Source: an optimization exercise on an open RTL-to-GDS flow (aim: a short achievable clock period and few clock cycles per item). Production flows keep margins and buffers that such runs may drop.
At most, simulation tests tie the RTL to the original design; equivalence was not proved.
The RTL of runs 2 to 4 was laid out without a check of its function.
In every run shown here, the design's own scripts or RTL, not TritonCTS, make the clock network.
The clock input has no modelled driver; a real chip could not lean on it and would need a root buffer or a full tree.
No activity file was given, so power comes from the tool's default toggle rates.

==> design.v <==
package bmem_pkg;
    localparam int BEAT_W      = 64;
    localparam int BEATS       = 4;
    localparam int LINE_W      = BEAT_W * BEATS;
    localparam int OFFSET_BITS = 5;
endpackage
module rr_arbiter2 (
    input  logic req_i,
    input  logic req_d,
    input  logic last_d,
    output logic gnt_d,
    output logic any_req
);
    assign gnt_d   = req_d & (~req_i | ~last_d);
    assign any_req = req_i | req_d;
endmodule
module bmem_line_adapter #(
    parameter int ADDR_W = 32,
    parameter int BEAT_W = 64,
    parameter int BEATS  = 4
) (
    input  logic                      clk,
    input  logic                      rst,
    input  logic [ADDR_W-1:0]         i_addr,
    input  logic                      i_read,
    output logic [BEAT_W*BEATS-1:0]   i_rdata,
    output logic                      i_resp,
    input  logic [ADDR_W-1:0]         d_addr,
    input  logic                      d_read,
    input  logic                      d_write,
    input  logic [BEAT_W*BEATS-1:0]   d_wdata,
    output logic [BEAT_W*BEATS-1:0]   d_rdata,
    output logic                      d_resp,
    output logic [ADDR_W-1:0]         bmem_addr,
    output logic                      bmem_read,
    output logic                      bmem_write,
    output logic [BEAT_W-1:0]         bmem_wdata,
    input  logic                      bmem_ready,
    input  logic [ADDR_W-1:0]         bmem_raddr,
    input  logic [BEAT_W-1:0]         bmem_rdata,
    input  logic                      bmem_rvalid
);
    localparam int LINE_W = BEAT_W * BEATS;
    localparam int CNT_W  = $clog2(BEATS);
    localparam int OFS    = bmem_pkg::OFFSET_BITS;
    localparam int LA_W   = ADDR_W - OFS;
    localparam logic [CNT_W-1:0] LAST_BEAT = CNT_W'(BEATS - 1);
    logic               i_rq, d_rq, d_wr_q;
    logic               rreq_q, rwait_q, wr_q;
    logic               idle;
    logic [CNT_W-1:0]   rcnt_q, wcnt_q;
    logic               cur_d_q, last_d_q, i_taken_q, d_taken_q;
    logic [LA_W-1:0]    la_q;         
    logic [LA_W-1:0]    rd_la_q;      
    logic [BEAT_W-1:0]  wdata_q;
    logic               i_resp_q, d_resp_q;
    logic [BEAT_W-1:0]  rdata_q, top_i_q, top_d_q;
    logic               hit_q;
    logic [CNT_W-1:0]   hidx_q;
    logic [LINE_W-BEAT_W-1:0] asm_i_q, asm_d_q;
    logic               pend_i, pend_d, nxt_d, nxt_valid, nxt_wr;
    logic [LA_W-1:0]    nxt_la;
    logic               wr_last, wr_done;
    assign pend_i = i_rq & ~i_taken_q;
    assign pend_d = d_rq & ~d_taken_q;
    rr_arbiter2 u_arb (
        .req_i   (pend_i),
        .req_d   (pend_d),
        .last_d  (last_d_q),
        .gnt_d   (nxt_d),
        .any_req (nxt_valid)
    );
    assign nxt_wr = nxt_d & d_wr_q;
    assign nxt_la = nxt_d ? d_addr[ADDR_W-1:OFS] : i_addr[ADDR_W-1:OFS];
    assign idle   = ~(rreq_q | rwait_q | wr_q);
    localparam int NS_W = 14;
    function automatic logic [NS_W-1:0] ctl_next(
        input logic             rdy,
        input logic             ev,
        input logic             rreq, rwait, wr,
        input logic [CNT_W-1:0] rcnt, wcnt,
        input logic             cur_d, last_d, i_taken, d_taken, i_resp, d_resp,
        input logic             nvalid, nd, nwr
    );
        logic             hit, rd_done, wr_done, start;
        logic             n_rreq, n_wr, n_rwait, n_cur_d, n_last_d, n_i_taken, n_d_taken;
        logic             n_i_resp, n_d_resp;
        logic [CNT_W-1:0] n_rcnt, n_wcnt;
        hit       = rwait & ev;
        rd_done   = hit & (rcnt == LAST_BEAT);
        wr_done   = wr & (wcnt == LAST_BEAT) & rdy;
        start     = nvalid & (~(rreq | rwait | wr) | rd_done | wr_done);
        n_rreq    = (rreq & ~rdy) | (start & ~nwr);
        n_wr      = (wr & ~wr_done) | (start & nwr);
        n_rwait   = (rreq & rdy) | (rwait & ~rd_done);
        n_rcnt    = rwait ? rcnt + CNT_W'(hit) : '0;
        n_wcnt    = wr ? wcnt + CNT_W'(rdy) : '0;
        n_cur_d   = start ? nd : cur_d;
        n_last_d  = start ? nd : last_d;
        n_i_taken = (start & ~nd) | (i_taken & ~i_resp);
        n_d_taken = (start & nd) | (d_taken & ~d_resp);
        n_i_resp  = rd_done & ~cur_d;
        n_d_resp  = (rd_done & cur_d) | wr_done;
        ctl_next = {n_rreq, n_wr, n_rwait, n_rcnt, n_wcnt, n_cur_d, n_last_d,
                    n_i_taken, n_d_taken, n_i_resp, n_d_resp, hit};
    endfunction
    logic             ev;
    logic [NS_W-1:0]  ns_00, ns_01, ns_10, ns_11, ns;
    logic             hit_d;
    localparam int EQ_N = ADDR_W / 8;
    logic [ADDR_W-1:0] rd_addr;
    logic [EQ_N-1:0]   eq_part;
    assign rd_addr = {rd_la_q, {OFS{1'b0}}};
    for (genvar g = 0; g < EQ_N; g++) begin : g_eq
        bmem_eq8 u_eq (
            .a  (bmem_raddr[8*g +: 8]),
            .b  (rd_addr[8*g +: 8]),
            .eq (eq_part[g])
        );
    end
    assign ev = bmem_rvalid & (&eq_part);
    assign ns_00 = ctl_next(1'b0, 1'b0, rreq_q, rwait_q, wr_q, rcnt_q, wcnt_q, cur_d_q, last_d_q,
                            i_taken_q, d_taken_q, i_resp_q, d_resp_q, nxt_valid, nxt_d, nxt_wr);
    assign ns_01 = ctl_next(1'b0, 1'b1, rreq_q, rwait_q, wr_q, rcnt_q, wcnt_q, cur_d_q, last_d_q,
                            i_taken_q, d_taken_q, i_resp_q, d_resp_q, nxt_valid, nxt_d, nxt_wr);
    assign ns_10 = ctl_next(1'b1, 1'b0, rreq_q, rwait_q, wr_q, rcnt_q, wcnt_q, cur_d_q, last_d_q,
                            i_taken_q, d_taken_q, i_resp_q, d_resp_q, nxt_valid, nxt_d, nxt_wr);
    assign ns_11 = ctl_next(1'b1, 1'b1, rreq_q, rwait_q, wr_q, rcnt_q, wcnt_q, cur_d_q, last_d_q,
                            i_taken_q, d_taken_q, i_resp_q, d_resp_q, nxt_valid, nxt_d, nxt_wr);
    assign ns = ev ? (bmem_ready ? ns_11 : ns_01) : (bmem_ready ? ns_10 : ns_00);
    assign wr_last = wr_q & (wcnt_q == LAST_BEAT);
    assign wr_done = wr_last & bmem_ready;
    logic bmem_read_o, bmem_write_o, i_resp_o, d_resp_o;
    always_ff @(posedge clk) begin
        if (rst) begin
            i_rq      <= 1'b0;
            d_rq      <= 1'b0;
            d_wr_q    <= 1'b0;
            rreq_q    <= 1'b0;
            rwait_q   <= 1'b0;
            wr_q      <= 1'b0;
            rcnt_q    <= '0;
            wcnt_q    <= '0;
            cur_d_q   <= 1'b0;
            last_d_q  <= 1'b0;
            i_taken_q <= 1'b0;
            d_taken_q <= 1'b0;
            i_resp_q  <= 1'b0;
            d_resp_q  <= 1'b0;
            hit_q     <= 1'b0;
            hidx_q    <= '0;
        end else begin
            i_rq      <= i_read & ~i_resp_q;
            d_rq      <= (d_read | d_write) & ~d_resp_q;
            d_wr_q    <= d_write;
            {rreq_q, wr_q, rwait_q, rcnt_q, wcnt_q, cur_d_q, last_d_q,
             i_taken_q, d_taken_q, i_resp_q, d_resp_q, hit_q} <= ns;
            hidx_q    <= rcnt_q;
        end
    end
    always_ff @(posedge clk or posedge rst) begin
        if (rst) begin
            bmem_read_o  <= 1'b0;
            bmem_write_o <= 1'b0;
            i_resp_o     <= 1'b0;
            d_resp_o     <= 1'b0;
        end else begin
            bmem_read_o  <= ns[NS_W-1];
            bmem_write_o <= ns[NS_W-2];
            i_resp_o     <= ns[2];
            d_resp_o     <= ns[1];
        end
    end
    logic [LA_W-1:0]    cur_la;
    logic               la_hold;
    logic [CNT_W-1:0]   wbeat;
    assign cur_la  = cur_d_q ? d_addr[ADDR_W-1:OFS] : i_addr[ADDR_W-1:OFS];
    assign la_hold = (rreq_q & ~bmem_ready) | (wr_q & ~wr_done);
    assign wbeat   = wr_q ? wcnt_q + CNT_W'(bmem_ready) : '0;
    always_ff @(posedge clk) begin
        la_q    <= la_hold ? cur_la : nxt_la;
        rd_la_q <= cur_la;
        wdata_q <= d_wdata[wbeat*BEAT_W +: BEAT_W];
        rdata_q <= bmem_rdata;
        top_i_q <= rwait_q ? bmem_rdata : rdata_q;
        top_d_q <= rwait_q ? bmem_rdata : top_i_q;
        for (int k = 0; k < BEATS-1; k++) begin
            if (hit_q && hidx_q == CNT_W'(k)) begin
                asm_i_q[k*BEAT_W +: BEAT_W] <= rdata_q;
                asm_d_q[k*BEAT_W +: BEAT_W] <= rdata_q;
            end else begin
                asm_i_q[k*BEAT_W +: BEAT_W] <= asm_d_q[k*BEAT_W +: BEAT_W];
                asm_d_q[k*BEAT_W +: BEAT_W] <= asm_i_q[k*BEAT_W +: BEAT_W];
            end
        end
    end
    assign bmem_addr  = {la_q, {OFS{1'b0}}};
    assign bmem_read  = bmem_read_o;
    assign bmem_write = bmem_write_o;
    assign bmem_wdata = wdata_q;
    assign i_resp     = i_resp_o;
    assign d_resp     = d_resp_o;
    assign i_rdata    = {top_i_q, asm_i_q};
    assign d_rdata    = {top_d_q, asm_d_q};
endmodule
module bmem_eq8 (
    input  logic [7:0] a,
    input  logic [7:0] b,
    output logic       eq
);
    assign eq = (a == b);
endmodule
==> flow/run.sh <==
#!/bin/bash
# Standard ORFS layout, except that the clock tree is built by
# flow/clock_tree.tcl (two buffer levels) in place of TritonCTS.
set -euo pipefail
here=$(pwd)
FLOW_ROOT_CELL=sky130_fd_sc_hd__clkinv_16 FLOW_LEAF_CELL=sky130_fd_sc_hd__clkinv_8 FLOW_LEAF_MAX=16 bash standard.sh finish "PRE_CTS_TCL=$here/flow/clock_tree.tcl" > standard.log 2>&1
==> flow/clock_tree.tcl <==
# Sourced by ORFS's cts.tcl before its clock tree step (PRE_CTS_TCL). It
# replaces clock_tree_synthesis with a two-level tree of clkbuf_16 cells
# built here: the clock port drives 4 root buffers, each root drives the
# leaf buffers of one quarter of the flip-flops, and each leaf buffer drives
# a compact cluster of at most LEAF_MAX flip-flops. Every flip-flop is behind
# exactly two buffers, so the tree is balanced by construction; the rest of
# cts.tcl (legalisation, timing repair) runs unchanged.

proc my_tree_split {pts max} {
  # pts: list of {x y iterm}. Cut along the longer side into
  # ceil(n / max) parts of near-equal size, by recursive cuts in proportion
  # to the number of parts on each side. Returns a list of parts.
  set n [llength $pts]
  set parts [expr {($n + $max - 1) / $max}]
  if {$parts <= 1} { return [list $pts] }
  set xs [lsort -integer [lmap p $pts {lindex $p 0}]]
  set ys [lsort -integer [lmap p $pts {lindex $p 1}]]
  set w [expr {[lindex $xs end] - [lindex $xs 0]}]
  set h [expr {[lindex $ys end] - [lindex $ys 0]}]
  set k [expr {$w >= $h ? 0 : 1}]
  set s [lsort -integer -index $k $pts]
  set p1 [expr {$parts / 2}]
  set cut [expr {($n * $p1 + $parts / 2) / $parts}]
  set m1 [expr {($cut + $p1 - 1) / $p1}]
  set m2 [expr {($n - $cut + ($parts - $p1) - 1) / ($parts - $p1)}]
  return [concat [my_tree_split [lrange $s 0 [expr {$cut - 1}]] $m1] \
                 [my_tree_split [lrange $s $cut end] $m2]]
}

proc my_tree_centroid {pts} {
  set sx 0; set sy 0
  foreach p $pts { set sx [expr {$sx + [lindex $p 0]}]; set sy [expr {$sy + [lindex $p 1]}] }
  set n [llength $pts]
  return [list [expr {$sx / $n}] [expr {$sy / $n}]]
}

proc my_tree_out {inst} {
  foreach it [$inst getITerms] {
    if {[$it isOutputSignal]} { return $it }
  }
  error "no output pin on [$inst getName]"
}

proc my_tree_buffer {block master name xy} {
  set inst [odb::dbInst_create $block $master $name]
  set w [[$inst getMaster] getWidth]
  set h [[$inst getMaster] getHeight]
  $inst setLocation [expr {[lindex $xy 0] - $w / 2}] [expr {[lindex $xy 1] - $h / 2}]
  $inst setPlacementStatus PLACED
  return $inst
}

proc my_tree_net {block name} {
  set net [odb::dbNet_create $block $name]
  $net setSigType CLOCK
  return $net
}

catch {rename clock_tree_synthesis my_orig_clock_tree_synthesis}
proc clock_tree_synthesis {args} {
  set leaf_max 12
  if {[info exists ::env(FLOW_LEAF_MAX)]} { set leaf_max $::env(FLOW_LEAF_MAX) }
  set block [ord::get_db_block]
  set root_cell sky130_fd_sc_hd__clkbuf_16
  set leaf_cell sky130_fd_sc_hd__clkbuf_16
  if {[info exists ::env(FLOW_ROOT_CELL)]} { set root_cell $::env(FLOW_ROOT_CELL) }
  if {[info exists ::env(FLOW_LEAF_CELL)]} { set leaf_cell $::env(FLOW_LEAF_CELL) }
  set root_master [[ord::get_db] findMaster $root_cell]
  set leaf_master [[ord::get_db] findMaster $leaf_cell]
  set clk [$block findNet clk]
  set sinks {}
  foreach it [$clk getITerms] {
    set xy [$it getAvgXY]
    if {[lindex $xy 0] == 0} {
      set loc [[$it getInst] getLocation]
      set xy [list 1 [lindex $loc 0] [lindex $loc 1]]
    }
    lappend sinks [list [lindex $xy 1] [lindex $xy 2] $it]
  }
  puts "bench clock tree: [llength $sinks] sinks on clk"
  # four quarters of equal size, then clusters inside each
  set quarters [my_tree_split $sinks [expr {([llength $sinks] + 3) / 4}]]
  if {[llength $quarters] != 4} { error "expected 4 quarters, got [llength $quarters]" }
  set q 0
  set nleaf 0
  foreach quarter $quarters {
    set clusters [my_tree_split $quarter $leaf_max]
    set leaf_xy {}
    set rnet [my_tree_net $block "clknet_root_$q"]
    foreach cl $clusters {
      set xy [my_tree_centroid $cl]
      lappend leaf_xy $xy
      set leaf [my_tree_buffer $block $leaf_master "clkbuf_leaf_${q}_$nleaf" $xy]
      set lnet [my_tree_net $block "clknet_leaf_${q}_$nleaf"]
      foreach p $cl {
        set it [lindex $p 2]
        $it disconnect
        $it connect $lnet
      }
      [my_tree_out $leaf] connect $lnet
      [$leaf findITerm A] connect $rnet
      incr nleaf
    }
    set root [my_tree_buffer $block $root_master "clkbuf_root_$q" [my_tree_centroid $leaf_xy]]
    [my_tree_out $root] connect $rnet
    [$root findITerm A] connect $clk
    puts "bench clock tree: root $q drives [llength $clusters] leaf buffers"
    incr q
  }
  puts "bench clock tree: $nleaf leaf buffers"
  set_propagated_clock [all_clocks]
}
==> standard.sh <==
#!/bin/bash
# synth_recipe.tcl (not shown) runs the flow's synth.tcl, then flattens the netlist and writes it again
# the make line also repeats each setting of config.mk as NAME=value (left out here)
make -C /OpenROAD-flow-scripts/flow DESIGN_CONFIG=/design/flow/config.mk WORK_HOME=/design/flow/orfs CLKGATE_MAP_FILE= SYNTH_SCRIPT=/design/flow/synth_recipe.tcl "${@:-finish}"
==> config.mk <==
export PLATFORM = sky130hd
export DESIGN_NAME = bmem_line_adapter
export DESIGN_NICKNAME = bmem_line_adapter
export VERILOG_FILES = /design/flow/design.v
export SDC_FILE = /design/flow/constraint.sdc
export NUM_CORES = 4
export LEC_CHECK = 0
export CAP_MARGIN = 20
export CORE_AREA = 5 5 355 355
export DIE_AREA = 0 0 360 360
export SETUP_SLACK_MARGIN = 3.5
export SLEW_MARGIN = 20
export SYNTH_HIERARCHICAL = 1
export SYNTH_MINIMUM_KEEP_SIZE = 0
==> constraint.sdc <==
create_clock -name core_clock -period 5.0 [get_ports {clk}]
set_input_delay 1.0000 -clock core_clock [delete_from_list [all_inputs] [get_ports {clk}]]
set_output_delay 1.0000 -clock core_clock [all_outputs]
set_load 0.01 [all_outputs]
==> flow_results.org, run 1 <==
** Final layout
- Area of all placed cells without fillers :: 0.0437 mm2
- Once layout is complete, the utilization of the core stands at 0.359.
- Post-layout nets :: 4,031
- Most frequent standard cell in the layout excluding fill and tap cells :: sky130_fd_sc_hd__nand2_1
- In the final layout, the share of cells above drive strength 1 is 0.601.
- Commonest cells after routing, fill and taps aside :: 599 x sky130_fd_sc_hd__nand2_1, 591 x sky130_fd_sc_hd__buf_6, 562 x sky130_fd_sc_hd__dfxtp_2, 352 x sky130_fd_sc_hd__clkdlybuf4s50_1, 228 x sky130_fd_sc_hd__nand2_2
- Area overhead of the layout relative to synthesis :: 92.0%

** Global route
- GRT Residual Overflow :: 0
- Initial antenna violation count :: 73
- Global-route wire length before repair :: 187 mm
- Vias in the first global route :: 20,400
- Entering global routing, the biggest net connects 75 pins.
- Overall routing resource usage :: 0.209

** Floorplan
- Number of top-level pins :: 1,035
- Row generation in the floorplan step produced 128 rows.
- The die covers 0.130 mm2.
- Core region area :: 0.122 mm2
- Chip Height :: 360 um
- Initial Util :: 0.187
- Floorplan die width :: 360 um

** STA
- Highest clock frequency the design can meet :: 478 MHz
- Final setup violation count :: 0
- Setup repair after global routing could not meet its margin everywhere.
- Final critical delay including setup and external delays :: 2090 ps
- At the pin with the least slew margin, the transition time is 640 ps.
- Fin crit share :: 0.418
- The worst pin sits at a relative slew slack of 0.573.
- Final hold violation count :: 0
- The number of max-slew violations in the final report came to 0.
- Across all hold checks on the routed design, the worst slack comes to 408 ps.
- Summed over all failing endpoints, the final setup total negative slack is 0 ps.
- On the final layout, the worst clock skew is 35.6 ps.

** Yosys
- Number of standard cells after synthesis :: 2,338
- The mapped netlist covers 0.0227 mm2.
- Average cell area after synthesis :: 9.73 um2
- Yosys printed 7 warnings.
- Sequential element share of the synthesized area :: 0.631
- For this run, asynchronously set or reset flops after synthesis account for 0.00559.
- Yosys mapped a number of flops with a built-in enable equal to 0.
- In the synthesized netlist the dominant register cell turns out to be sky130_fd_sc_hd__dfxtp_1.
- Yosys reg bits :: 716
- Post-synth cell types :: 48

** Detailed routing
- Post-Route WL :: 148 mm
- Before antenna repair, the detailed router went through 5 iterations.
- The detailed router placed 21,700 vias in this run.
- Wirelength per Cell :: 28.2 um
- Detail-routed via count per cell :: 4.14
- DRC violation count after routing :: 0
- 1st-iter DRT viols :: 1,540
- Count of nets left with antenna violations after detail routing :: 0

** Clock network
- Clock transition time at the flip-flop clock pins of the worst setup and hold paths :: 90 ps
- CTS hold repair buffers :: 0
- Clock latency on the worst-skew pair, taken at its later pin, is 330 ps.

** Place
- Once detailed placement completed, the half-perimeter wirelength came to 102 mm.
- The congestion estimate from routability-driven global placement came to 0.933.
- During placement, the flow inserted port buffers numbering 1,019.
- Summing all placed instances gives a cell area of 0.0348 mm2.

** Run status
- The run finished with no timing, DRC or antenna violations.

** Worst setup path
- At the worst endpoint, the required time is 5210 ps.
- Crit path DAT :: 2300 ps
- CP Launch Type :: input port
- Maximum fanout along the worst path :: 8
- The worst setup path is captured at a flip-flop.
- By startpoint and endpoint, the worst setup path is classified as input port to flip-flop.
- The worst register-to-register path has a setup slack of 3010 ps.

** Flow run
- Across the run, the number of max-cap violations was 0.

** Power
- Total Power :: 10.5 mW
- Summed over all cells, the static leakage comes to 20.0 nW.
- Worst IR drop on VDD :: 313 uV
- Total power divided by cell area :: 241 mW/mm2

** Worst hold path
- Worst hold path class :: flip-flop to flip-flop
## cells in the mapped netlist (2+ instances only)
cell                       number  area (um2)
sky130_fd_sc_hd__xor2_1         3        26.3
sky130_fd_sc_hd__o21ai_0      131         656
sky130_fd_sc_hd__buf_4          5        37.5
sky130_fd_sc_hd__inv_1        129         484
sky130_fd_sc_hd__nand4_1       11        68.8
sky130_fd_sc_hd__xnor2_1       33         289
sky130_fd_sc_hd__mux4_2        64        1440
sky130_fd_sc_hd__nand2_1     1029        3860
sky130_fd_sc_hd__mux2_4        20         300
sky130_fd_sc_hd__clkbuf_1      84         315
sky130_fd_sc_hd__buf_12         2        40.0
sky130_fd_sc_hd__buf_1          9        33.8
sky130_fd_sc_hd__and3_1         2        12.5
sky130_fd_sc_hd__nand3b_1       3        22.5
sky130_fd_sc_hd__and3b_1        2        17.5
sky130_fd_sc_hd__mux2_2        34         383
sky130_fd_sc_hd__nor3_1         3        15.0
sky130_fd_sc_hd__dfxtp_1      712       14300
sky130_fd_sc_hd__nor3b_1        2        15.0
sky130_fd_sc_hd__or2_2          2        12.5
sky130_fd_sc_hd__buf_2          8        40.0
sky130_fd_sc_hd__nor2b_1        6        37.5
sky130_fd_sc_hd__nor2_1        13        48.8
sky130_fd_sc_hd__and2_1         3        18.8
sky130_fd_sc_hd__ha_1           2        25.0
sky130_fd_sc_hd__dfrtp_1        4         100
## critical path, stage by stage
cell                      delay (ps)
sky130_fd_sc_hd__buf_12          120
sky130_fd_sc_hd__ha_4            230
sky130_fd_sc_hd__buf_12          150
sky130_fd_sc_hd__buf_12          150
sky130_fd_sc_hd__nand2_8         110
sky130_fd_sc_hd__mux4_2          510
## report_power, final
part           internal [mW]  switching, mW  total [mW]  leakage, nW
sequential              5.99          0.219        6.21         6.12
combinational          0.891          0.574        1.47         13.5
clock                  0.428           2.44        2.87        0.377
## cell type report
cell class	instances	area (um2)
Fill cell	12000	78000
Sequential cell	716	15100
Timing Repair Buffer	1301	14900
Multi-Input combinational cell	1405	10200
Tap cell	1625	2030
Inverter	182	1390
Antenna cell	24	60.1
## modules after synthesis, one instance, submodules excluded
module	flip-flops and latches	cells inside	times used	cell area, um2
rr_arbiter2	0	2	1	13.8
bmem_eq8	0	11	4	86.3
bmem_line_adapter	716	2292	1	22400
## worst paths after layout
kind                            start           to  cells after the start
setup / recovery           bmem_ready  wdata_q[62]                      6
min in group asynchronous         rst     d_resp_o                      3
hold reg to reg              i_resp_q         i_rq                      1
hold / removal               i_resp_q         i_rq                      1
max in group asynchronous         rst  bmem_read_o                      5
setup reg to reg            wcnt_q[0]     la_q[15]                      8
## per-stage QoR
step | cells | worst slack, ps
floorplan | 2347 | 2800
detailed placement | 4895 | 1510
finish | 5253 | 2910
global placement | 4895 | 1520
CTS | 5100 | 2900
global route | 5233 | 2900
## what timing repair did
action                                   CTS  global route
endpoints found under the setup margin  1225          1080
buffers inserted                          95           114
cloned                                    58            15
resized for setup                       4322           610
pin swaps                                243           315
endpoints found under the hold margin      0             0
## state kept, by name, summed over array words and instances (netlist names), 2 cells and up
register,cells
asm_d_q,192
asm_i_q,192
rdata_q,64
top_d_q,64
top_i_q,64
wdata_q,64
la_q,27
rd_la_q,27
hidx_q,2
rcnt_q,2
wcnt_q,2
## metal layers
metal / global-route usage / routed length (um) / share of wire
met2: 0.354 / 71400 / 0.48
met3: 0.0582 / 11900 / 0.080
met5: 0 / 83 / 0.00056
met1: 0.270 / 61800 / 0.42
met4: 0.0346 / 2990 / 0.020
## cell families (layout without fill, tap and decap cells)
logic type,Yosys count,count (layout),synth area share
and+or+nand+nor,1083,1096,0.184
DFF,716,716,0.631
buffers and inverters,239,1483,0.0425
AOI/OAI and AO/OA,141,141,0.0329
muxes,120,120,0.0948
xor gates and xnor gates,36,36,0.0139
adders and majority gates,2,2,0.00110
other,1,34,0.000165
Testbench counts, summed over its fixed seeds: cycles 31,485, items 4,800.
==> run 2, diff against run 1 <==
--- a/design.v
+++ b/design.v
@@ -109,14 +109,8 @@
     logic             hit_d;
-    localparam int EQ_N = ADDR_W / 8;
-    logic [ADDR_W-1:0] rd_addr;
-    logic [EQ_N-1:0]   eq_part;
-    assign rd_addr = {rd_la_q, {OFS{1'b0}}};
-    for (genvar g = 0; g < EQ_N; g++) begin : g_eq
-        bmem_eq8 u_eq (
-            .a  (bmem_raddr[8*g +: 8]),
-            .b  (rd_addr[8*g +: 8]),
-            .eq (eq_part[g])
-        );
-    end
-    assign ev = bmem_rvalid & (&eq_part);
+    bmem_line_match #(.ADDR_W(ADDR_W), .OFS(OFS)) u_match (
+        .raddr  (bmem_raddr),
+        .rvalid (bmem_rvalid),
+        .line   (rd_la_q),
+        .hit    (ev)
+    );
     assign ns_00 = ctl_next(1'b0, 1'b0, rreq_q, rwait_q, wr_q, rcnt_q, wcnt_q, cur_d_q, last_d_q,
@@ -205,8 +199,47 @@
 endmodule
-module bmem_eq8 (
-    input  logic [7:0] a,
-    input  logic [7:0] b,
-    output logic       eq
+module bmem_line_match #(
+    parameter int ADDR_W = 32,
+    parameter int OFS    = 5
+) (
+    input  logic [ADDR_W-1:0]     raddr,
+    input  logic                  rvalid,
+    input  logic [ADDR_W-OFS-1:0] line,
+    output logic                  hit
 );
-    assign eq = (a == b);
-endmodule
+    logic [29:0] t0;
+    logic [14:0] t1;     
+    logic [6:0]  t2;     
+    logic [2:0]  t3;     
+    for (genvar i = 0; i < ADDR_W - OFS; i++) begin : g_x
+        bmem_xnor2 u (.a(raddr[OFS+i]), .b(line[i]), .y(t0[i]));
+    end
+    assign t0[27] = rvalid;
+    bmem_nor3 u_z0 (.a(raddr[0]), .b(raddr[1]), .c(raddr[2]), .y(t0[28]));
+    bmem_nor2 u_z1 (.a(raddr[3]), .b(raddr[4]), .y(t0[29]));
+    for (genvar i = 0; i < 15; i++) begin : g_l1
+        bmem_nand2 u (.a(t0[2*i]), .b(t0[2*i+1]), .y(t1[i]));
+    end
+    for (genvar i = 0; i < 6; i++) begin : g_l2
+        bmem_nor2 u (.a(t1[2*i]), .b(t1[2*i+1]), .y(t2[i]));
+    end
+    bmem_nor3 u_l2 (.a(t1[12]), .b(t1[13]), .c(t1[14]), .y(t2[6]));
+    bmem_nand3 u_l3a (.a(t2[0]), .b(t2[1]), .c(t2[2]), .y(t3[0]));
+    bmem_nand2 u_l3b (.a(t2[3]), .b(t2[4]), .y(t3[1]));
+    bmem_nand2 u_l3c (.a(t2[5]), .b(t2[6]), .y(t3[2]));
+    bmem_nor3 u_l4 (.a(t3[0]), .b(t3[1]), .c(t3[2]), .y(hit));
+endmodule
+module bmem_xnor2 (input logic a, input logic b, output logic y);
+    assign y = ~(a ^ b);
+endmodule
+module bmem_nand2 (input logic a, input logic b, output logic y);
+    assign y = ~(a & b);
+endmodule
+module bmem_nand3 (input logic a, input logic b, input logic c, output logic y);
+    assign y = ~(a & b & c);
+endmodule
+module bmem_nor2 (input logic a, input logic b, output logic y);
+    assign y = ~(a | b);
+endmodule
+module bmem_nor3 (input logic a, input logic b, input logic c, output logic y);
+    assign y = ~(a | b | c);
+endmodule
==> flow/run.sh (replaced) <==
#!/bin/bash
# Standard ORFS layout, except that the clock tree is built by
# flow/clock_tree.tcl (two buffer levels) in place of TritonCTS.
set -euo pipefail
here=$(pwd)
FLOW_LEAF_MAX=16 bash standard.sh finish "PRE_CTS_TCL=$here/flow/clock_tree.tcl" > standard.log 2>&1
--- a/flow/clock_tree.tcl
+++ b/flow/clock_tree.tcl
@@ -36,9 +36,2 @@
 
-proc my_tree_out {inst} {
-  foreach it [$inst getITerms] {
-    if {[$it isOutputSignal]} { return $it }
-  }
-  error "no output pin on [$inst getName]"
-}
-
 proc my_tree_buffer {block master name xy} {
@@ -63,8 +56,3 @@
   set block [ord::get_db_block]
-  set root_cell sky130_fd_sc_hd__clkbuf_16
-  set leaf_cell sky130_fd_sc_hd__clkbuf_16
-  if {[info exists ::env(FLOW_ROOT_CELL)]} { set root_cell $::env(FLOW_ROOT_CELL) }
-  if {[info exists ::env(FLOW_LEAF_CELL)]} { set leaf_cell $::env(FLOW_LEAF_CELL) }
-  set root_master [[ord::get_db] findMaster $root_cell]
-  set leaf_master [[ord::get_db] findMaster $leaf_cell]
+  set master [[ord::get_db] findMaster sky130_fd_sc_hd__clkbuf_16]
   set clk [$block findNet clk]
@@ -92,3 +80,3 @@
       lappend leaf_xy $xy
-      set leaf [my_tree_buffer $block $leaf_master "clkbuf_leaf_${q}_$nleaf" $xy]
+      set leaf [my_tree_buffer $block $master "clkbuf_leaf_${q}_$nleaf" $xy]
       set lnet [my_tree_net $block "clknet_leaf_${q}_$nleaf"]
@@ -99,3 +87,3 @@
       }
-      [my_tree_out $leaf] connect $lnet
+      [$leaf findITerm X] connect $lnet
       [$leaf findITerm A] connect $rnet
@@ -103,4 +91,4 @@
     }
-    set root [my_tree_buffer $block $root_master "clkbuf_root_$q" [my_tree_centroid $leaf_xy]]
-    [my_tree_out $root] connect $rnet
+    set root [my_tree_buffer $block $master "clkbuf_root_$q" [my_tree_centroid $leaf_xy]]
+    [$root findITerm X] connect $rnet
     [$root findITerm A] connect $clk
==> run 2 against run 1 <==
Against the previous run: still clean on timing, DRC and antenna; total power up 7.5%; clock power increased by 31%; cell count down 2.0%; sequential share of layout area grew 1.1 points; area after synthesis shrank 0.28%; global-route usage fell by 3.8 points; synthesized cell count grew 0.26%; design area decreased by 3.2%; fmax decreased by 6.8%; flip-flop and latch count stayed put; hold slack gained 2.7 ps; first-iteration DRC count decreased by 16%; largest power group unchanged; highest routed layer unchanged.
==> flow_results.org, run 2 <==
** Yosys
- Post-synth ARST share :: 0.00559
- The share of synthesized area in the top cell type comes to 0.628.
- Yosys reg bits :: 716
- Simple-gate share of the synthesized area :: 0.186
- The commonest cells after synthesis are 1,050 x sky130_fd_sc_hd__nand2_1, 712 x sky130_fd_sc_hd__dfxtp_1, 130 x sky130_fd_sc_hd__inv_1, 130 x sky130_fd_sc_hd__o21ai_0, 86 x sky130_fd_sc_hd__clkbuf_1.
- Of the total synthesized cell area, the portion taken by XOR and XNOR cells is 0.0120.
- Number of enable-type register cells in the synthesized netlist :: 0
- Main flop type after synthesis :: sky130_fd_sc_hd__dfxtp_1
- Most repeated cell in the gate-level netlist after synthesis :: sky130_fd_sc_hd__nand2_1
- For this run, the register share of the synthesized area comes to 0.633.
- During synthesis, Yosys emitted a total of 7 warnings.
- Cell accounting for the most synthesized area :: sky130_fd_sc_hd__dfxtp_1
- Ranking of synthesized cells by area :: sky130_fd_sc_hd__dfxtp_1 63%, sky130_fd_sc_hd__nand2_1 17%, sky130_fd_sc_hd__mux4_2 6.4%
- Average cell area after synthesis :: 9.68 um2
- Of the total synthesized cell area, the portion taken by full adders, half adders and majority gates is 0.00110.
- Number of standard cells after synthesis :: 2,344
- By area, the combinational part of the netlist is dominated by simple AND/OR/NAND/NOR gates.
- Measured against the total synthesized area, the mux share comes to 0.0951.
- Yosys mapped the design onto 42 distinct sky130hd cell types.
- Post-synthesis compound-gate area fraction :: 0.0317
- Post-synth design cell area :: 0.0227 mm2

** STA
- Setup repair after global routing could not meet its margin everywhere.
- Worst slew pin tran :: 681 ps
- Setup TNS :: 0 ps
- Final hold violation count :: 0
- Clock skew :: 17.8 ps
- The number of max-slew violations in the final report came to 0.
- Post-Route Hold Slack :: 411 ps
- Fin crit share :: 0.448
- In this run the tightest slew margin relative to its limit is 0.546.
- Setup violations remaining at the end of the flow were counted as 0.
- Timing would allow up to 446 MHz.
- Setup slack on the critical path of the routed design comes to 2760 ps.
- Final critical delay including setup and external delays :: 2240 ps

** Final layout
- Area overhead of the layout relative to synthesis :: 86.4%
- Filler Cells Inserted :: 12,100
- Post-layout nets :: 3,948
- Most frequent standard cell in the layout excluding fill and tap cells :: sky130_fd_sc_hd__nand2_1
- The largest registers in the layout are asm_d_q (192), asm_i_q (192).
- Registers take 0.0151 mm2.
- The multi-input combinational cells in the finished layout cover a total of 0.00949 mm2.
- Commonest cells after routing, fill and taps aside :: 714 x sky130_fd_sc_hd__nand2_1, 597 x sky130_fd_sc_hd__buf_6, 557 x sky130_fd_sc_hd__dfxtp_2, 377 x sky130_fd_sc_hd__clkdlybuf4s50_1, 195 x sky130_fd_sc_hd__nand2_2
- In the final layout, the share of cells above drive strength 1 is 0.559.

** Worst hold path
- Cell depth of the worst min-delay path :: 1
- The tightest min-delay check is of the flip-flop to flip-flop type.
- Hold Path Origin :: d_resp_q
- Worst hold path endpoint :: d_rq

** Power
- Total Power :: 11.3 mW
- Leakage power summed over all cells :: 19.6 nW
- The internal power of the cells totals 8.65 mW.
- Relative contribution of sequential cells to total power :: 0.545
- Clock power frac :: 0.333
- Power spread over the standard cell area amounts to 268 mW/mm2.
- Summed over all nets, the switching power comes to 2.68 mW.
- Of the total power, combinational logic draws 0.122.
- Of the total power, the share spent switching nets is 0.236.
- Worst IR drop on VDD :: 373 uV

** Global route
- Most used routing layer in global routing :: met2
- For this run, global-route usage on met3 was measured as 0.0503.
- Initial antenna violation count :: 18
- Vias in the first global route :: 20,000
- GRT Residual Overflow :: 0
- Entering global routing, the biggest net connects 120 pins.
- M1 GR Usage :: 0.218
- In the global route stage, overall resource usage came out at 0.171.
- Global-route wire length before repair :: 160 mm
- In the global route stage, met2 resource usage came out at 0.295.

** Run status
- The run finished with no timing, DRC or antenna violations.

** Floorplan
- For this design the top-level I/O count stands at 1,035.
- The floorplan step set the die width to 360 um.
- Core region area :: 0.122 mm2
- For this configuration, the core starts out at a cell density of 0.186.
- Std-Cell Rows :: 128
- The die covers 0.130 mm2.
- From bottom edge to top edge, the die measures 360 um.

** Place
- Routability-driven placement finished with a final weighted congestion of 0.920.
- Pre-CTS WS :: 1490 ps
- Total half-perimeter wirelength after legalization and detailed placement :: 84.0 mm
- Number of I/O port buffers :: 1,019

** Clock network
- Clock-pin slew was measured on the worst setup and hold paths at 70 ps.
- At the later pin of the worst-skew pair, clock insertion delay measures 430 ps.
- CTS hold repair buffers :: 0

** Worst setup path
- CP Launch Type :: input port
- The setup check on the worst reg-to-reg path leaves a slack of 3050 ps.
- Crit path DAT :: 2610 ps
- Of all nets on the critical path, the largest fanout is 5.
- The startpoint identified for the worst register-to-register timing path is wr_q.
- The endpoint identified for the worst register-to-register timing path is la_q[7].
- Worst reg-to-reg path cell count :: 6
- The critical path is of the input port to flip-flop type.
- The worst setup path is captured at a flip-flop.
- Data on the critical path is required at its endpoint by 5370 ps.
- In this run the worst setup path begins at bmem_raddr[5].

** Detailed routing
- DRC violation count after routing :: 0
- Pre-antenna DRT Iters :: 7
- In this run, the number of DRC markers left after iteration 0 of detailed routing was 1,299.
- In the routed layout, each cell is associated on average with a via count of 4.04.
- The final layout contains routed wiring with a total length of 132 mm.
- The routed layout has 20,800 vias.
- Count of nets left with antenna violations after detail routing :: 0
- Dividing the detail-routed wire length by the instance count gives 25.7 um.

** Flow run
- Max-cap violations in this run came to 0.
[run 2: changes by cell type after synthesis, sizes merged, moves of 2 or more]
| cell | change |
|---|---|
| buf | -2 |
| clkbuf | +2 |
| nand2 | +21 |
| nand2b | +2 |
| nand3b | -2 |
| nand4 | -11 |
| nor2 | +2 |
| nor3 | +3 |
| xnor2 | -4 |
[run 2: worst max path at each step]
stage / end / slack (ps) / depth (start not counted)
3_5_place_dp: wdata_q[39] / 1490 / 6
4_1_cts: wr_q / 2780 / 10
6_report: rreq_q / 2760 / 10
2_1_floorplan: rreq_q / 2700 / 9
3_3_place_gp: wdata_q[4] / 1520 / 6
5_1_grt: rreq_q / 2690 / 10
[run 2: per-stage QoR]
stage | util | std cells | instance area (um2)
after global routing | 0.347 | 5146 | 42300
final | 0.347 | 5150 | 42300
after global placement | 0.286 | 4898 | 34800
after floorplan | - | 2348 | 22900
after detailed placement | 0.286 | 4898 | 34800
after CTS | 0.320 | 5033 | 38900
[run 2: logic make-up (layout without fill, tap and decap cells)]
group	count (synthesis)	after routing
fa+ha+maj	2	2
compound gates	138	138
other cells	1	9
buf+inv	239	1400
mux	120	120
xor+xnor	31	31
simple gates	1097	1109
flops	716	716
[run 2: power by group through the flow]
stage	registers (mW)	clock network (mW)	logic (mW)
after floorplan	6.27	0	0.325
after global placement	6.24	0	1.27
after detailed placement	6.24	0	1.27
after CTS	6.15	3.86	1.34
after global routing	6.19	4.05	1.46
final	6.17	3.77	1.39
[run 2: per-module statistics from Yosys, one instance, submodules excluded, excerpt]
module             times used  cells inside  flops+latches  cell area (um2)
bmem_nand3                  1             1              0             5.00
bmem_nand2                 17             1              0             3.75
bmem_line_adapter           1          2287            716            22300
rr_arbiter2                 1             2              0             13.8
bmem_nor3                   3             1              0             10.0
bmem_nor2                   7             1              0             3.75
bmem_xnor2                 27             1              0             8.76
[run 2: what timing repair did]
item	4_1_cts	5_1_grt
endpoints found under the setup margin	1091	1099
gates resized for setup	4086	555
gates cloned	26	44
pin swaps	126	271
setup buffers	57	69
[run 2: layout make-up]
type	instances	share of cell area
Buffer	52	0.0308
Tap cell	1625	0.0481
Antenna cell	4	0.000237
Timing Repair Buffer	1218	0.327
Inverter	130	0.0116
Multi-Input combinational cell	1405	0.224
Sequential cell	716	0.358
[run 2: metal layers]
| layer | wire, um | vias up |
|---|---|---|
| met5 | 74 | - |
| met4 | 2330 | 12 |
| met3 | 9890 | 126 |
| met2 | 62900 | 715 |
| met1 | 56900 | 10200 |
| li1 | - | 9719 |
[run 2: worst max-delay path: stages]
cell and delay (ps):
sky130_fd_sc_hd__buf_2 110, sky130_fd_sc_hd__xnor2_2 190, sky130_fd_sc_hd__nand2_1 100, sky130_fd_sc_hd__nor2_2 130, sky130_fd_sc_hd__nand3_2 120, sky130_fd_sc_hd__nor3_4 250
sky130_fd_sc_hd__and4_4 270, sky130_fd_sc_hd__o31ai_4 120, sky130_fd_sc_hd__o21ai_2 190, sky130_fd_sc_hd__and2_1 140
==> run 3, diff against run 2 <==
--- a/design.v
+++ b/design.v
@@ -49,3 +49,2 @@
     logic               rreq_q, rwait_q, wr_q;
-    logic               idle;
     logic [CNT_W-1:0]   rcnt_q, wcnt_q;
@@ -61,4 +60,2 @@
     logic               pend_i, pend_d, nxt_d, nxt_valid, nxt_wr;
-    logic [LA_W-1:0]    nxt_la;
-    logic               wr_last, wr_done;
     assign pend_i = i_rq & ~i_taken_q;
@@ -73,4 +70,2 @@
     assign nxt_wr = nxt_d & d_wr_q;
-    assign nxt_la = nxt_d ? d_addr[ADDR_W-1:OFS] : i_addr[ADDR_W-1:OFS];
-    assign idle   = ~(rreq_q | rwait_q | wr_q);
     localparam int NS_W = 14;
@@ -124,4 +119,2 @@
     assign ns = ev ? (bmem_ready ? ns_11 : ns_01) : (bmem_ready ? ns_10 : ns_00);
-    assign wr_last = wr_q & (wcnt_q == LAST_BEAT);
-    assign wr_done = wr_last & bmem_ready;
     logic bmem_read_o, bmem_write_o, i_resp_o, d_resp_o;
@@ -167,12 +160,31 @@
     end
-    logic [LA_W-1:0]    cur_la;
-    logic               la_hold;
-    logic [CNT_W-1:0]   wbeat;
-    assign cur_la  = cur_d_q ? d_addr[ADDR_W-1:OFS] : i_addr[ADDR_W-1:OFS];
-    assign la_hold = (rreq_q & ~bmem_ready) | (wr_q & ~wr_done);
-    assign wbeat   = wr_q ? wcnt_q + CNT_W'(bmem_ready) : '0;
+    logic [LA_W-1:0]    ia, da, cur_la, nxt_la, la_rdy, la_nrdy, la_d;
+    logic [CNT_W-1:0]   wsel_rdy, wsel_nrdy;
+    logic [BEAT_W-1:0]  wd_rdy, wd_nrdy, wd_d;
+    assign ia     = i_addr[ADDR_W-1:OFS];
+    assign da     = d_addr[ADDR_W-1:OFS];
+    assign cur_la = cur_d_q ? da : ia;
+    assign nxt_la = nxt_d ? da : ia;
+    always_comb begin
+        if (rreq_q) begin
+            la_rdy  = cur_la;
+            la_nrdy = cur_la;
+        end else if (wr_q) begin
+            la_rdy  = (wcnt_q == LAST_BEAT) ? nxt_la : cur_la;
+            la_nrdy = cur_la;
+        end else begin
+            la_rdy  = nxt_la;
+            la_nrdy = nxt_la;
+        end
+    end
+    bmem_mux2 #(.W(LA_W)) u_la (.s(bmem_ready), .a(la_nrdy), .b(la_rdy), .y(la_d));
+    assign wsel_nrdy = wr_q ? wcnt_q : '0;
+    assign wsel_rdy  = wr_q ? CNT_W'(wcnt_q + 1'b1) : '0;
+    assign wd_nrdy   = d_wdata[wsel_nrdy*BEAT_W +: BEAT_W];
+    assign wd_rdy    = d_wdata[wsel_rdy*BEAT_W +: BEAT_W];
+    bmem_mux2 #(.W(BEAT_W)) u_wd (.s(bmem_ready), .a(wd_nrdy), .b(wd_rdy), .y(wd_d));
     always_ff @(posedge clk) begin
-        la_q    <= la_hold ? cur_la : nxt_la;
+        la_q    <= la_d;
         rd_la_q <= cur_la;
-        wdata_q <= d_wdata[wbeat*BEAT_W +: BEAT_W];
+        wdata_q <= wd_d;
         rdata_q <= bmem_rdata;
@@ -245 +257,11 @@
 endmodule
+module bmem_mux2 #(
+    parameter int W = 1
+) (
+    input  logic         s,
+    input  logic [W-1:0] a,
+    input  logic [W-1:0] b,
+    output logic [W-1:0] y
+);
+    assign y = s ? b : a;
+endmodule
--- a/flow/run.sh
+++ b/flow/run.sh
@@ -5,2 +5,2 @@
 here=$(pwd)
-FLOW_LEAF_MAX=16 bash standard.sh finish "PRE_CTS_TCL=$here/flow/clock_tree.tcl" > standard.log 2>&1
+FLOW_ROOT_CELL=sky130_fd_sc_hd__clkinv_16 FLOW_LEAF_CELL=sky130_fd_sc_hd__clkinv_8 FLOW_LEAF_MAX=16 bash standard.sh finish "PRE_CTS_TCL=$here/flow/clock_tree.tcl" > standard.log 2>&1
--- a/flow/clock_tree.tcl
+++ b/flow/clock_tree.tcl
@@ -36,2 +36,9 @@
 
+proc my_tree_out {inst} {
+  foreach it [$inst getITerms] {
+    if {[$it isOutputSignal]} { return $it }
+  }
+  error "no output pin on [$inst getName]"
+}
+
 proc my_tree_buffer {block master name xy} {
@@ -56,3 +63,8 @@
   set block [ord::get_db_block]
-  set master [[ord::get_db] findMaster sky130_fd_sc_hd__clkbuf_16]
+  set root_cell sky130_fd_sc_hd__clkbuf_16
+  set leaf_cell sky130_fd_sc_hd__clkbuf_16
+  if {[info exists ::env(FLOW_ROOT_CELL)]} { set root_cell $::env(FLOW_ROOT_CELL) }
+  if {[info exists ::env(FLOW_LEAF_CELL)]} { set leaf_cell $::env(FLOW_LEAF_CELL) }
+  set root_master [[ord::get_db] findMaster $root_cell]
+  set leaf_master [[ord::get_db] findMaster $leaf_cell]
   set clk [$block findNet clk]
@@ -80,3 +92,3 @@
       lappend leaf_xy $xy
-      set leaf [my_tree_buffer $block $master "clkbuf_leaf_${q}_$nleaf" $xy]
+      set leaf [my_tree_buffer $block $leaf_master "clkbuf_leaf_${q}_$nleaf" $xy]
       set lnet [my_tree_net $block "clknet_leaf_${q}_$nleaf"]
@@ -87,3 +99,3 @@
       }
-      [$leaf findITerm X] connect $lnet
+      [my_tree_out $leaf] connect $lnet
       [$leaf findITerm A] connect $rnet
@@ -91,4 +103,4 @@
     }
-    set root [my_tree_buffer $block $master "clkbuf_root_$q" [my_tree_centroid $leaf_xy]]
-    [$root findITerm X] connect $rnet
+    set root [my_tree_buffer $block $root_master "clkbuf_root_$q" [my_tree_centroid $leaf_xy]]
+    [my_tree_out $root] connect $rnet
     [$root findITerm A] connect $clk
==> run 3 against run 2 <==
Against the previous run: largest cell class unchanged; via count rose by 40%; fmax fell by 0.79%; largest power group unchanged; still clean; flip-flop and latch count did not move; critical path type unchanged; highest routed layer unchanged; synthesized cell count rose by 37%; hold slack got worse by 6.4 ps.
==> flow_results.org, run 3 <==
** Global route
- The number of global-route vias before repair came to 27,000.
- Entering global routing, the biggest net connects 106 pins.
- Global-route wire length before repair :: 205 mm
- For this run, the total global-route usage over all layers was measured as 0.214.
- The initial antenna violation count came to 64.
- GRT Residual Overflow :: 0

** Worst setup path
- STA puts the critical path data required time at 5260 ps.
- The critical path contains buffers and inverters numbering 2 combined.
- Family with the most delay on the worst path :: simple AND/OR/NAND/NOR gates
- On the critical path, the stage with the largest delay is an instance of sky130_fd_sc_hd__and4_4.
- At the worst endpoint, the arrival time is 2520 ps.
- Maximum fanout along the worst path :: 7
- CP Launch Type :: input port
- In this design, the stage delay of the slowest critical-path cell is 280 ps.
- Type of destination of the critical path :: flip-flop
- The critical path goes through clkdlybuf4s15_1 -> xnor2_2 -> nand2_1 -> nor2_2 -> nand3_2 -> nor3_4 -> and4_4 -> o31ai_4 -> buf_4 -> o32ai_1.
- Category of the most critical setup path :: input port to flip-flop

** STA
- In this run the tightest slew margin relative to its limit is 0.384.
- Final setup violation count :: 0
- Setup WS post-layout :: 2740 ps
- Static timing analysis puts the maximum clock frequency at 442 MHz.
- Clock skew :: 74.1 ps
- Setup repair after global routing missed its margin :: true
- Setup TNS :: 0 ps
- For the pin with the worst max-slew slack, the measured transition is 923 ps.
- In the finished design, the share of the clock period the worst path needs comes to 0.452.
- Subtracting the final worst setup slack from the clock period gives 2260 ps.
- Max Transition Viols Final :: 0
- The number of hold-slack violations in the final timing report came to 0.

** Floorplan
- Std-Cell Rows :: 128
- The die is 360 um tall.
- Number of top-level pins :: 1,035
- From left edge to right edge, the die measures 360 um.
- Core region area :: 0.122 mm2
- Area enclosed by the die boundary :: 0.130 mm2
- The initial utilization of the core area, before any placement, comes to 0.226.

** Power
- Combinational fraction of design power :: 0.189
- Fraction of power spent switching nets :: 0.323
- Summed over all nets, the switching power comes to 3.64 mW.
- Leakage power summed over all cells :: 24.6 nW
- The share of total power dissipated in sequential elements is 0.557.
- Of the total power, the clock network draws 0.254.
- Pint :: 7.63 mW
- Worst IR drop on VDD :: 372 uV
- Total Power :: 11.3 mW
- Total power divided by cell area :: 218 mW/mm2

** Final layout
- In the final layout, the registers with the most flip-flops are asm_d_q (192), asm_i_q (192).
- Commonest cells after routing, fill and taps aside :: 702 x sky130_fd_sc_hd__nand2_1, 636 x sky130_fd_sc_hd__buf_6, 525 x sky130_fd_sc_hd__dfxtp_2, 368 x sky130_fd_sc_hd__nand2_2, 237 x sky130_fd_sc_hd__nand2_4
- Area overhead of the layout relative to synthesis :: 88.5%
- Leaving out filler cells and counting taps, the final layout contains 6,248.
- Of the cells placed in the final design, the portion with a size suffix greater than 1 is 0.584.
- In the final design database the tool counted 5,008 nets.
- Most frequent standard cell in the layout excluding fill and tap cells :: sky130_fd_sc_hd__nand2_1
- Core utilization of the finished layout :: 0.425

** Clock network
- Worst skew pair latency :: 370 ps
- CTS hold repair buffers :: 0
- After clock tree synthesis, the clock-pin slew on the worst setup and hold paths is 110 ps.

** Yosys
- Number of standard cells after synthesis :: 3,214
- By instance count, the leading cell after synthesis is sky130_fd_sc_hd__nand2_1.
- Sorting the synthesized cells by area gives the leading types as sky130_fd_sc_hd__dfxtp_1 52%, sky130_fd_sc_hd__nand2_1 18%, sky130_fd_sc_hd__mux2_4 4.4%.
- Yosys printed 7 warnings.
- Averaged over all synthesized cells, the footprint is 8.55 um2.
- Of the post-synthesis cell area, the dominant cell type holds 0.519.
- Cell accounting for the most synthesized area :: sky130_fd_sc_hd__dfxtp_1
- Of all flip-flops after synthesis, the portion carrying an async set or reset was 0.00559.
- Most instantiated cells after synthesis :: 1,302 x sky130_fd_sc_hd__nand2_1, 712 x sky130_fd_sc_hd__dfxtp_1, 158 x sky130_fd_sc_hd__inv_1
- For this run, the register share of the synthesized area comes to 0.522.
- Counting flops with a built-in enable in the synthesized netlist gives 0.
- Main flop type after synthesis :: sky130_fd_sc_hd__dfxtp_1
- Post-synth design cell area :: 0.0275 mm2
- Yosys reg bits :: 716
- The number of different library cells used by synthesis comes to 48.

** Place
- Gpl congestion :: 0.865
- Total half-perimeter wirelength after legalization and detailed placement :: 93.4 mm
- At the placement stage, the worst setup path has a slack of 1630 ps.
- Count of placed standard cells including taps :: 5,686
- Buffers placed on the I/O ports in this run total 1,019.

** Detailed routing
- In the routed design, unresolved DRC markers number 0.
- After detailed routing, the total wire length is 161 mm.
- Count of nets left with antenna violations after detail routing :: 0
- Via count :: 29,200
- Routed signal wires occupy layers up through met5.
- In this run, the number of DRC markers left after iteration 0 of detailed routing was 2,497.
- Wirelength per Cell :: 25.8 um
- Detail-routed via count per cell :: 4.68
- Detailed routing placed a total of 14.5 mm of wire on met3.
- Routed metal-1 wirelength :: 65.1 mm
- Routed wire length on met2 :: 73.6 mm
- Pre-antenna DRT Iters :: 5

** Worst hold path
- The tightest min-delay check is of the flip-flop to flip-flop type.

** Run status
- Status :: timing/DRC/antenna clean

** Flow run
- Total of max-cap violations :: 0
[run 3: changes by cell type after synthesis, sizes merged, moves of 28 or more]
cell    previous run  this run
mux2i              2        55
mux2              54       119
a211oi             0       128
a31oi              0       128
mux4              64         0
clkbuf            86        57
inv              130       158
nor2b              6       134
buf               23       144
nand2           1051      1308
[run 3: worst min-delay path: stages (launching register included)]
cell and delay, ps:
sky130_fd_sc_hd__dfxtp_2 350, sky130_fd_sc_hd__nand2_2 60, sky130_fd_sc_hd__nand2_1 40
[run 3: final timing paths]
kind | end | slack [ps] | from | depth (start not counted)
hold reg to reg | asm_d_q[25] | 400 | asm_i_q[25] | 2
setup reg to reg | asm_i_q[40] | 3040 | hidx_q[1] | 9
max in group asynchronous | bmem_write_o | 4220 | rst | 2
setup / recovery | d_taken_q | 2740 | bmem_raddr[16] | 10
hold / removal | asm_d_q[25] | 400 | asm_i_q[25] | 2
min in group asynchronous | i_resp_o | 630 | rst | 2
[run 3: final cells by class]
type,count,area (um2)
inverters,211,1500
repair buffers,1488,17300
multi-input cells,2167,15500
well taps,1625,2030
flip-flops and latches,716,15300
diodes,41,103
fillers,11400,69900
[run 3: cell families (layout without fill, tap and decap cells)]
| kind of cell | after synthesis | count (layout) | synth area share |
|---|---|---|---|
| fa+ha+maj | 1 | 1 | 0.000455 |
| mux | 174 | 174 | 0.0797 |
| xor+xnor | 30 | 30 | 0.00956 |
| compound gates | 422 | 422 | 0.0956 |
| simple gates | 1510 | 1535 | 0.223 |
| buf+inv | 360 | 1699 | 0.0693 |
| flops | 716 | 716 | 0.522 |
| other cells | 1 | 46 | 0.000136 |
[run 3: repair_timing]
item / 4_1_cts / 5_1_grt
gates cloned: 75 / 45
setup endpoints to repair: 1175 / 1111
buffers inserted: 151 / 198
pin swaps: 473 / 394
resized for setup: 4800 / 849
[run 3: stage by stage]
stage / hold slack (ps) / instance area [um2]
final: 405 / 51800
after global routing: 407 / 51800
after CTS: 347 / 46300
after detailed placement: 429 / 38900
after global placement: 415 / 38900
after floorplan: 388 / 27700
[run 3: power groups by stage]
stage	Clock [mW]	Sequential (mW)	Combinational, mW
detailed placement	0	6.34	1.84
CTS	2.95	6.28	1.96
global route	3.16	6.30	2.25
floorplan	0	6.37	0.679
global placement	0	6.34	1.83
finish	2.86	6.27	2.13
[run 3: modules after synthesis, one instance, submodules excluded, excerpt]
module             cell area, um2  copies in the design  flops+latches  cells
bmem_nor2                    3.75                     7              0      1
bmem_xnor2                   8.76                    27              0      1
bmem_line_adapter           25600                     1            716   3056
bmem_nor3                    10.0                     3              0      1
rr_arbiter2                  13.8                     1              0      2
bmem_nand2                   3.75                    17              0      1
bmem_nand3                   5.00                     1              0      1
[run 3: layer usage]
metal / vias up / GRT usage
met4: 22 / 0.0661
li1: 13200 / -
met5: - / 0
met2: 1570 / 0.358
met3: 391 / 0.0545
met1: 14100 / 0.271
==> run 4, diff against run 3 <==
--- a/design.v
+++ b/design.v
@@ -101,6 +101,6 @@
     endfunction
-    logic             ev;
     logic [NS_W-1:0]  ns_00, ns_01, ns_10, ns_11, ns;
-    logic             hit_d;
-    bmem_line_match #(.ADDR_W(ADDR_W), .OFS(OFS)) u_match (
+    localparam int HIT_N = 4;
+    logic [HIT_N-1:0] ev;
+    bmem_line_match #(.ADDR_W(ADDR_W), .OFS(OFS), .N(HIT_N)) u_match (
         .raddr  (bmem_raddr),
@@ -118,3 +118,17 @@
                             i_taken_q, d_taken_q, i_resp_q, d_resp_q, nxt_valid, nxt_d, nxt_wr);
-    assign ns = ev ? (bmem_ready ? ns_11 : ns_01) : (bmem_ready ? ns_10 : ns_00);
+    logic [NS_W-1:0] ns_0, ns_1;
+    assign ns_0 = rst ? '0 : (bmem_ready ? ns_10 : ns_00);
+    assign ns_1 = rst ? '0 : (bmem_ready ? ns_11 : ns_01);
+    for (genvar i = 0; i < NS_W; i++) begin : g_ns
+        if (i == 7 || i == 8) begin : g_w
+            assign ns[i] = ns_0[i];
+        end else begin : g_e
+            bmem_seln u_sel (
+                .s  (ev[i % HIT_N]),
+                .an (~ns_0[i]),
+                .bn (~ns_1[i]),
+                .y  (ns[i])
+            );
+        end
+    end
     logic bmem_read_o, bmem_write_o, i_resp_o, d_resp_o;
@@ -125,14 +139,2 @@
             d_wr_q    <= 1'b0;
-            rreq_q    <= 1'b0;
-            rwait_q   <= 1'b0;
-            wr_q      <= 1'b0;
-            rcnt_q    <= '0;
-            wcnt_q    <= '0;
-            cur_d_q   <= 1'b0;
-            last_d_q  <= 1'b0;
-            i_taken_q <= 1'b0;
-            d_taken_q <= 1'b0;
-            i_resp_q  <= 1'b0;
-            d_resp_q  <= 1'b0;
-            hit_q     <= 1'b0;
             hidx_q    <= '0;
@@ -142,6 +144,6 @@
             d_wr_q    <= d_write;
-            {rreq_q, wr_q, rwait_q, rcnt_q, wcnt_q, cur_d_q, last_d_q,
-             i_taken_q, d_taken_q, i_resp_q, d_resp_q, hit_q} <= ns;
             hidx_q    <= rcnt_q;
         end
+        {rreq_q, wr_q, rwait_q, rcnt_q, wcnt_q, cur_d_q, last_d_q,
+         i_taken_q, d_taken_q, i_resp_q, d_resp_q, hit_q} <= ns;
     end
@@ -213,3 +215,4 @@
     parameter int ADDR_W = 32,
-    parameter int OFS    = 5
+    parameter int OFS    = 5,
+    parameter int N      = 1
 ) (
@@ -218,3 +221,3 @@
     input  logic [ADDR_W-OFS-1:0] line,
-    output logic                  hit
+    output logic [N-1:0]          hit
 );
@@ -223,3 +226,3 @@
     logic [6:0]  t2;     
-    logic [2:0]  t3;     
+    logic [1:0]  t3;     
     for (genvar i = 0; i < ADDR_W - OFS; i++) begin : g_x
@@ -237,6 +240,7 @@
     bmem_nor3 u_l2 (.a(t1[12]), .b(t1[13]), .c(t1[14]), .y(t2[6]));
-    bmem_nand3 u_l3a (.a(t2[0]), .b(t2[1]), .c(t2[2]), .y(t3[0]));
-    bmem_nand2 u_l3b (.a(t2[3]), .b(t2[4]), .y(t3[1]));
-    bmem_nand2 u_l3c (.a(t2[5]), .b(t2[6]), .y(t3[2]));
-    bmem_nor3 u_l4 (.a(t3[0]), .b(t3[1]), .c(t3[2]), .y(hit));
+    bmem_nand4 u_l3a (.a(t2[0]), .b(t2[1]), .c(t2[2]), .d(t2[3]), .y(t3[0]));
+    bmem_nand3 u_l3b (.a(t2[4]), .b(t2[5]), .c(t2[6]), .y(t3[1]));
+    for (genvar i = 0; i < N; i++) begin : g_l4
+        bmem_nor2 u (.a(t3[0]), .b(t3[1]), .y(hit[i]));
+    end
 endmodule
@@ -250,2 +254,6 @@
     assign y = ~(a & b & c);
+endmodule
+module bmem_nand4 (input logic a, input logic b, input logic c, input logic d,
+                   output logic y);
+    assign y = ~(a & b & c & d);
 endmodule
@@ -267 +275,9 @@
 endmodule
+module bmem_seln (
+    input  logic s,
+    input  logic an,
+    input  logic bn,
+    output logic y
+);
+    assign y = ~(s ? bn : an);
+endmodule
==> run 4 against run 3 <==
Against the previous run: register-to-register slack better by 150 ps; design area down 4.3%; clock power hardly changed; hold slack better by 16 ps; global-route usage barely moved.
==> flow_results.org, run 4 <==
** Worst setup path
- Family with the most delay on the worst path :: simple AND/OR/NAND/NOR gates
- Counting cells, the worst reg-to-reg path comes to 10.
- The critical path runs through a total of 8 cells.
- CP Launch Type :: input port
- R2R Setup Slk :: 3190 ps
- Launching point of the worst reg2reg path :: wcnt_q[0]
- For the worst setup path, the data arrival time is 2300 ps.
- Type of destination of the critical path :: flip-flop
- Maximum fanout along the worst path :: 4
- Cell with the biggest individual delay on the critical path :: sky130_fd_sc_hd__mux2i_2
- The number of buffers and inverters on the critical path is 2.
- Sequence of cells on the critical path :: clkdlybuf4s15_1 -> xnor2_1 -> nand2_1 -> nor2_1 -> nand4_1 -> buf_6 -> nor2_4 -> mux2i_2
- The largest single stage delay on the critical path is 270 ps.
- Required time reported for the critical path endpoint :: 5250 ps
- The most critical setup path has its startpoint at bmem_raddr[20].
- Destination of the worst register-to-register timing path :: wdata_q[9]
- Worst setup endpoint :: bmem_read_o
- Category of the most critical setup path :: input port to flip-flop

** Yosys
- The largest total area in the synthesized netlist belongs to sky130_fd_sc_hd__dfxtp_1.
- The most common cell in the synthesized netlist is sky130_fd_sc_hd__nand2_1.
- Post-synth cell types :: 49
- The share of synthesized area in the top cell type comes to 0.518.
- After synthesis the netlist holds a flip-flop and latch count of 717.
- Post-synth ARST share :: 0.00558
- After synthesis, the mean cell area works out to 8.47 um2.
- Sequential element share of the synthesized area :: 0.522
- Number of standard cells after synthesis :: 3,254
- Synth Warn # :: 7
- For this run, the leading register cell type out of synthesis is sky130_fd_sc_hd__dfxtp_1.
- Counting instances in the post-synthesis netlist gives the leading cell types as 1,306 x sky130_fd_sc_hd__nand2_1, 713 x sky130_fd_sc_hd__dfxtp_1, 159 x sky130_fd_sc_hd__inv_1.
- Counting flops with a built-in enable in the synthesized netlist gives 0.
- After synthesis the cells add up to 0.0276 mm2.
- Ranking of synthesized cells by area :: sky130_fd_sc_hd__dfxtp_1 52%, sky130_fd_sc_hd__nand2_1 18%, sky130_fd_sc_hd__mux2_4 4.4%

** Global route
- Overall routing resource usage :: 0.214
- After global routing the overflow that remains totals 0.
- The initial antenna violation count was 66.
- The number of global-route vias before repair was 27,600.
- Entering global routing, the biggest net connects 131 pins.
- The first global-routing pass estimated 205 mm of wire.

** Final layout
- Area overhead of the layout relative to synthesis :: 79.9%
- Post-layout nets :: 4,928
- Fraction of layout cells with a size suffix above 1 :: 0.528
- Leaving out fill and tap cells, the most frequent cell in the layout is sky130_fd_sc_hd__nand2_1.
- Excluding fillers, the count of instances in the completed layout stands at 6,170.
- In the final layout, the registers with the most flip-flops are asm_d_q (192), asm_i_q (192).
- Filler Cells Inserted :: 11,700
- Core utilization of the finished layout :: 0.407
- In the layout the commonest cells are 899 x sky130_fd_sc_hd__nand2_1, 620 x sky130_fd_sc_hd__buf_6, 561 x sky130_fd_sc_hd__dfxtp_2, 242 x sky130_fd_sc_hd__nand2_2, 169 x sky130_fd_sc_hd__buf_4.

** STA
- Setup TNS :: 0 ps
- After layout, the minimum clock period comes to 2050 ps.
- The number of hold-slack violations in the final timing report came to 0.
- Between clock sinks in the finished design, the worst skew comes to 67.5 ps.
- Final setup violation count :: 0
- Headroom to the max-slew limit came out at 0.447.
- At the pin with the least slew margin, the transition time is 828 ps.
- Static timing analysis puts the maximum clock frequency at 488 MHz.
- Setup repair after global routing could not meet its margin everywhere.
- Max Transition Viols Final :: 0
- Dividing the final minimum period by the clock period gives 0.410.

** Detailed routing
- For this run, design rule violations remaining after detail routing come to 0.
- Dividing the detail-routed via count by the number of cells gives 4.68.
- Once detail routing completed, the nets flagged for antenna violations numbered 0.
- Across all layers, the routed design uses 28,900 vias.
- The pre-antenna-repair detailed-routing pass consisted of 5 iterations.
- After the first detailed-routing iteration, the DRC count stood at 2,150.
- Wirelength per Cell :: 25.4 um
- After detailed routing, the total wire length is 157 mm.

** Floorplan
- The total area inside the core boundary comes to 0.122 mm2.
- For this design the top-level I/O count stands at 1,035.
- The floorplan step defined a die boundary enclosing 0.130 mm2.
- The initial utilization of the core area, before any placement, comes to 0.226.
- In this run the horizontal extent of the chip is 360 um.
- Chip Height :: 360 um
- Std-Cell Rows :: 128

** Flow run
- Total of max-cap violations :: 0

** Power
- In this run the power density over the cells is 239 mW/mm2.
- Worst IR drop on VDD :: 368 uV
- For this design the static power due to leakage is 23.1 nW.

** Place
- Port buffering added 1,019 buffers.
- Routability-driven placement finished with a final weighted congestion of 0.859.
- Counting tap cells, the placed design contains a total of 5,721 instances.
- Detailed placement finished with a half-perimeter wire length of 93.6 mm.

** Worst hold path
- In this run the worst hold path is classified as flip-flop to flip-flop.

** Clock network
- Worst skew pair latency :: 350 ps
- Clock-pin slew was measured on the worst setup and hold paths at 90 ps.

** Run status
- Status :: timing/DRC/antenna clean
-- run 4: worst min path at each step --
| stage | from | slack (ps) | cells past startpoint | endpoint |
|---|---|---|---|---|
| floorplan | i_resp_q | 400 | 1 | i_rq |
| global placement | asm_d_q[45] | 430 | 2 | asm_i_q[45] |
| detailed placement | i_resp_q | 430 | 1 | i_rq |
| CTS | asm_i_q[26] | 360 | 2 | asm_d_q[26] |
| global route | asm_i_q[26] | 420 | 2 | asm_d_q[26] |
| finish | asm_i_q[26] | 420 | 2 | asm_d_q[26] |
-- run 4: cell type report --
class,count,area (um2),area share
sequential,717,15200,0.306
antenna,43,108,0.00217
timing repair buffer,1374,15700,0.318
multi-input combinational,2200,15000,0.303
inverter,211,1500,0.0303
tap,1625,2030,0.0410
-- run 4: tightest hold or removal path, delay by kind of cell (launching register included) --
family	cells	cell delay [ps]
DFF	1	340
and+or+nand+nor	2	100
-- run 4: modules after synthesis, one instance, submodules excluded, excerpt --
module | times used | cells inside | flops+latches
bmem_nor3 | 2 | 1 | 0
bmem_xnor2 | 27 | 1 | 0
bmem_nand4 | 1 | 1 | 0
bmem_nand2 | 15 | 1 | 0
bmem_seln | 12 | 1 | 0
rr_arbiter2 | 1 | 2 | 0
bmem_line_adapter | 1 | 3082 | 717
bmem_nor2 | 11 | 1 | 0
bmem_nand3 | 1 | 1 | 0
-- run 4: what timing repair did --
action	in CTS	in global routing
endpoints found under the setup margin	1140	1043
buffers inserted	166	90
hold buffers	0	0
gates cloned	77	21
resized for setup	4732	624
pin swaps	454	320
-- run 4: per-layer routing --
| layer | up-vias | GRT usage | share of wire |
|---|---|---|---|
| met5 | - | 0 | 0.0015 |
| met4 | 32 | 0.0801 | 0.046 |
| met3 | 364 | 0.0697 | 0.093 |
| met2 | 1454 | 0.359 | 0.47 |
| met1 | 13900 | 0.256 | 0.39 |
| li1 | 13100 | - | - |
-- run 4: cell families after synthesis --
kind of cell | share of synthesized area
DFF | 0.522
xor gates and xnor gates | 0.00922
and+or+nand+nor | 0.223
AOI/OAI and AO/OA | 0.0987
other | 0.000273
muxes | 0.0835
buffers and inverters | 0.0629
adders and majority gates | 0.000454
-- run 4: power breakdown --
group          switching [mW]  leakage (nW)  internal (mW)  total (mW)
clock network            2.41         0.377          0.427        2.84
logic                    1.17          16.6           1.43        2.61
registers               0.295          6.12           6.13        6.43
total                    3.88          23.1           7.99        11.9
-- run 4: through the flow --
stage                     total power, mW  worst slack (ps)  area (um2)  hold slack (ps)
after floorplan                      7.23              2960       27800              402
after global placement               8.54              1980       39200              426
after detailed placement             8.56              1960       39200              430
after CTS                            11.7              3010       46000              356
after global routing                 12.3              2940       49500              418
final                                11.9              2950       49600              420

[static timing again, ports no longer ideal]
The flow's constraints put no driver on any port. The routed layouts listed below were extracted and timed again, unchanged, in two steps.
Step 1 (the two cells are an assumption about what drives the block):
set clk [get_ports {clk}]
set_driving_cell -lib_cell sky130_fd_sc_hd__clkbuf_16 $clk
set_driving_cell -lib_cell sky130_fd_sc_hd__buf_2 [delete_from_list [all_inputs] $clk]
Step 2 adds t to the input delays and takes it off the output delays; t is the mean of the earliest and latest rising clock arrival at the registers after step 1. Input paths then give back, and output paths get back, about the clock's delay inside the block.
Three values: ideal, step 1, step 2; two values: the first two.
| run | shift t [ns] | setup slack, ns | worst register clock-pin slew, ns |
|---|---|---|---|
| run 1 | 0.597 | 2.910 / 2.816 / 2.506 | 0.11 / 0.11 |
| run 2 | 0.587 | 2.758 / 2.830 / 2.299 | 0.08 / 0.08 |
| run 3 | 0.611 | 2.740 / 2.760 / 2.375 | 0.12 / 0.12 |
| run 4 | 0.604 | 2.952 / 2.809 / 2.582 | 0.11 / 0.11 |
After both steps setup and hold are still met in every run listed. For run 2, which loses most, drivers alone change the setup slack by +0.072 ns; drivers and shift together by -0.459 ns.
